Context: an optimization exercise on an open-source flow, tuned for small area, a short achievable clock period and few clock cycles per item. The choices shown serve that exercise and are no tape-out recipe.
Only simulation tests tie the RTL to the original design; equivalence was not proved.
No activity file was given, so power comes from the tool's default toggle rates.

== tundra ==
Design rect_edge_conditional_median_unit, start of the top module:
module rect_edge_conditional_median_unit (
  input  wire logic                              clk,
  input  wire logic                              rst,
  input  wire logic                              push,
  input  wire logic                              mode,
  input  wire logic [recm_pkg::PIX_W-1:0]        pixel_in,
  output logic                                   full,
  output logic                                   empty,
  input  wire logic                              pop,
  output logic [recm_pkg::PIX_W-1:0]             pixel_out,
  output logic                                   frame_last,
  input  wire logic                              cfg_write,
  input  wire logic [recm_pkg::CFG_IDX_W-1:0]    cfg_index,
  input  wire logic [recm_pkg::PIX_W-1:0]        cfg_data
);
For scale: ~36 I/O pins, ~0.050 mm2 of cells after synthesis.
clock: 4.5 ns
lec_check: 0
cap_margin: 20
core_margin: 2
core_utilization: 40
cts_buf_list: sky130_fd_sc_hd__clkbuf_16
cts_cluster_diameter: 100
cts_cluster_size: 30
setup_slack_margin: 2.4
slew_margin: 20
synth_hierarchical: 1
synth_minimum_keep_size: 0
run.sh (not shown) runs the stock make flow with config.mk's settings and CLKGATE_MAP_FILE= SYNTH_SCRIPT=/design/flow/synth_recipe.tcl, a recipe that flattens the netlist after the stock synthesis.
tundra closes out successfully: all stages finished, all timing, DRC and antenna checks passed.
Testbench counts of tundra, summed over its fixed seeds: cycles 33,316, items 32,768.
What cedar does differently from tundra at the input level:
- changing SETUP_SLACK_MARGIN from 2.4 to 2.25
## What came out
- Relative to tundra, the final critical-path setup slack of cedar is lower by 0.044 ns.
- Count of cells along the worst register-to-register path, tundra and cedar: lower on cedar
- Changes observed in cedar relative to tundra: total core area held; critical path depth went down 1; global routing met3 resource utilization held; post-route total power went down 0.99%.
- Relative to tundra, combinational cell fraction of total power has gone down in cedar.
### cedar -> delta
- SYNTH_HIERARCHICAL removed (was 1)
- SYNTH_MINIMUM_KEEP_SIZE removed (was 0)
- SETUP_SLACK_MARGIN changed from 2.25 to 2.2
Notes after the runs:
Comparing delta and cedar, the higher post-detailed-routing wire length was measured on delta. The area growth from synthesis to final layout in delta was higher than what cedar gave. [delta vs cedar] power attributed to the clock group: lower in delta. cedar → delta: synthesized cell count went down by about 10%; source-to-sink clock delay at the later pin of the worst-skew pair now sits lower. When delta is measured against cedar, its delay of the slowest critical-path stage turns out 0.04 ns lower. Diff cedar -> delta: fmax shrank by about 3%; register share of total power grew by 1.0 points; placer's final routability congestion estimate grew by about 11%.

========
Setup of lane 1:
Starting RTL as in the previous note.
Settings: LEC_CHECK=0, CAP_MARGIN=20, CORE_MARGIN=2, CORE_UTILIZATION=55, CTS_BUF_LIST=sky130_fd_sc_hd__clkbuf_16, CTS_CLUSTER_DIAMETER=100, CTS_CLUSTER_SIZE=30, SETUP_SLACK_MARGIN=2.25, SLEW_MARGIN=20, SYNTH_HIERARCHICAL=1, SYNTH_MINIMUM_KEEP_SIZE=0; clock period 4.5 ns.
Lane 1 finished end to end and its layout was clean on timing, DRC and antenna.
Testbench counts of lane 1, summed over its fixed seeds: cycles 33,316, items 32,768.
Input changes introduced in lane 2 (baseline for comparison: lane 1):
-- flow/config.mk --
<<< lane 1, line 9
export CORE_MARGIN = 2
export CORE_UTILIZATION = 55
export CTS_BUF_LIST = sky130_fd_sc_hd__clkbuf_16
>>> lane 2, line 9
export CORE_MARGIN = 2
export CORE_UTILIZATION = 40
export CTS_BUF_LIST = sky130_fd_sc_hd__clkbuf_16
<<< lane 1, line 13
export CTS_CLUSTER_SIZE = 30
export SETUP_SLACK_MARGIN = 2.25
export SLEW_MARGIN = 20
>>> lane 2, line 13
export CTS_CLUSTER_SIZE = 30
export SETUP_SLACK_MARGIN = 2.0
export SLEW_MARGIN = 20
### Flow results
Against lane 1, lane 2 reports a wire length that is lower.
In the reports for lane 1 and lane 2, the smaller worst hold slack belongs to lane 1.
[lane 2] post-route fraction of the period consumed by the critical path rose 2.9 points relative to lane 1
Going from lane 1 to lane 2, fmax decreased by about 5.6% relative to the old numbers; cell-internal power closely matched the old numbers.
Changes in lane 3 relative to lane 2:
-- flow/config.mk --
<<< lane 2, line 9
export CORE_MARGIN = 2
export CORE_UTILIZATION = 40
export CTS_BUF_LIST = sky130_fd_sc_hd__clkbuf_16
>>> lane 3, line 9
export CORE_MARGIN = 2
export CORE_UTILIZATION = 65
export CTS_BUF_LIST = sky130_fd_sc_hd__clkbuf_16
<<< lane 2, line 13
export CTS_CLUSTER_SIZE = 30
export SETUP_SLACK_MARGIN = 2.0
export SLEW_MARGIN = 20
>>> lane 3, line 13
export CTS_CLUSTER_SIZE = 30
export SETUP_SLACK_MARGIN = 2.25
export SLEW_MARGIN = 20
[summary]
The flow did not stop early for lane 3: all stages ran, and the layout cleared the timing, DRC and antenna checks. [compare] base=lane 2 new=lane 3: initial antenna violation count lower, first-iteration DRC count has increased, clock share of power -2.1 points.

==> port drivers added, routing unchanged <==
In the flow no input, the clock included, has a driving cell. The finished layouts below were timed again as built, in two steps.
Step 1, drivers: a clkbuf_16 drives clk and a buf_2 each remaining input, both assumed.
Step 2 also shifts input and output timing later by t, the mid clock arrival at the registers, as if the neighbouring blocks saw the same clock.
Three values: ideal ports, drivers, drivers and shift; two values: the first two.
run | shift t [ns] | slack for setup (ns) | slew at the worst register clock pin (ns) | worst data-port slew with drivers (ns) | pins driven straight from the clock port
tundra | 0.748 | 2.238 / 2.238 / 1.830 | 0.12 / 0.12 | 0.08 | 1
cedar | 0.746 | 2.194 / 2.194 / 1.611 | 0.12 / 0.12 | 0.08 | 1
delta | 0.722 | 2.121 / 2.121 / 1.603 | 0.12 / 0.12 | 0.09 | 1
lane 1 | 0.700 | 2.242 / 2.236 / 1.729 | 0.12 / 0.12 | 0.06 | 1
lane 2 | 0.746 | 2.109 / 2.109 / 1.555 | 0.12 / 0.12 | 0.08 | 1
lane 3 | 0.704 | 2.259 / 2.240 / 1.713 | 0.11 / 0.11 | 0.06 | 1
After both steps setup and hold are still met in every run listed. For cedar, which loses most, drivers alone change the setup slack by 0.000 ns; drivers and shift together by -0.583 ns.
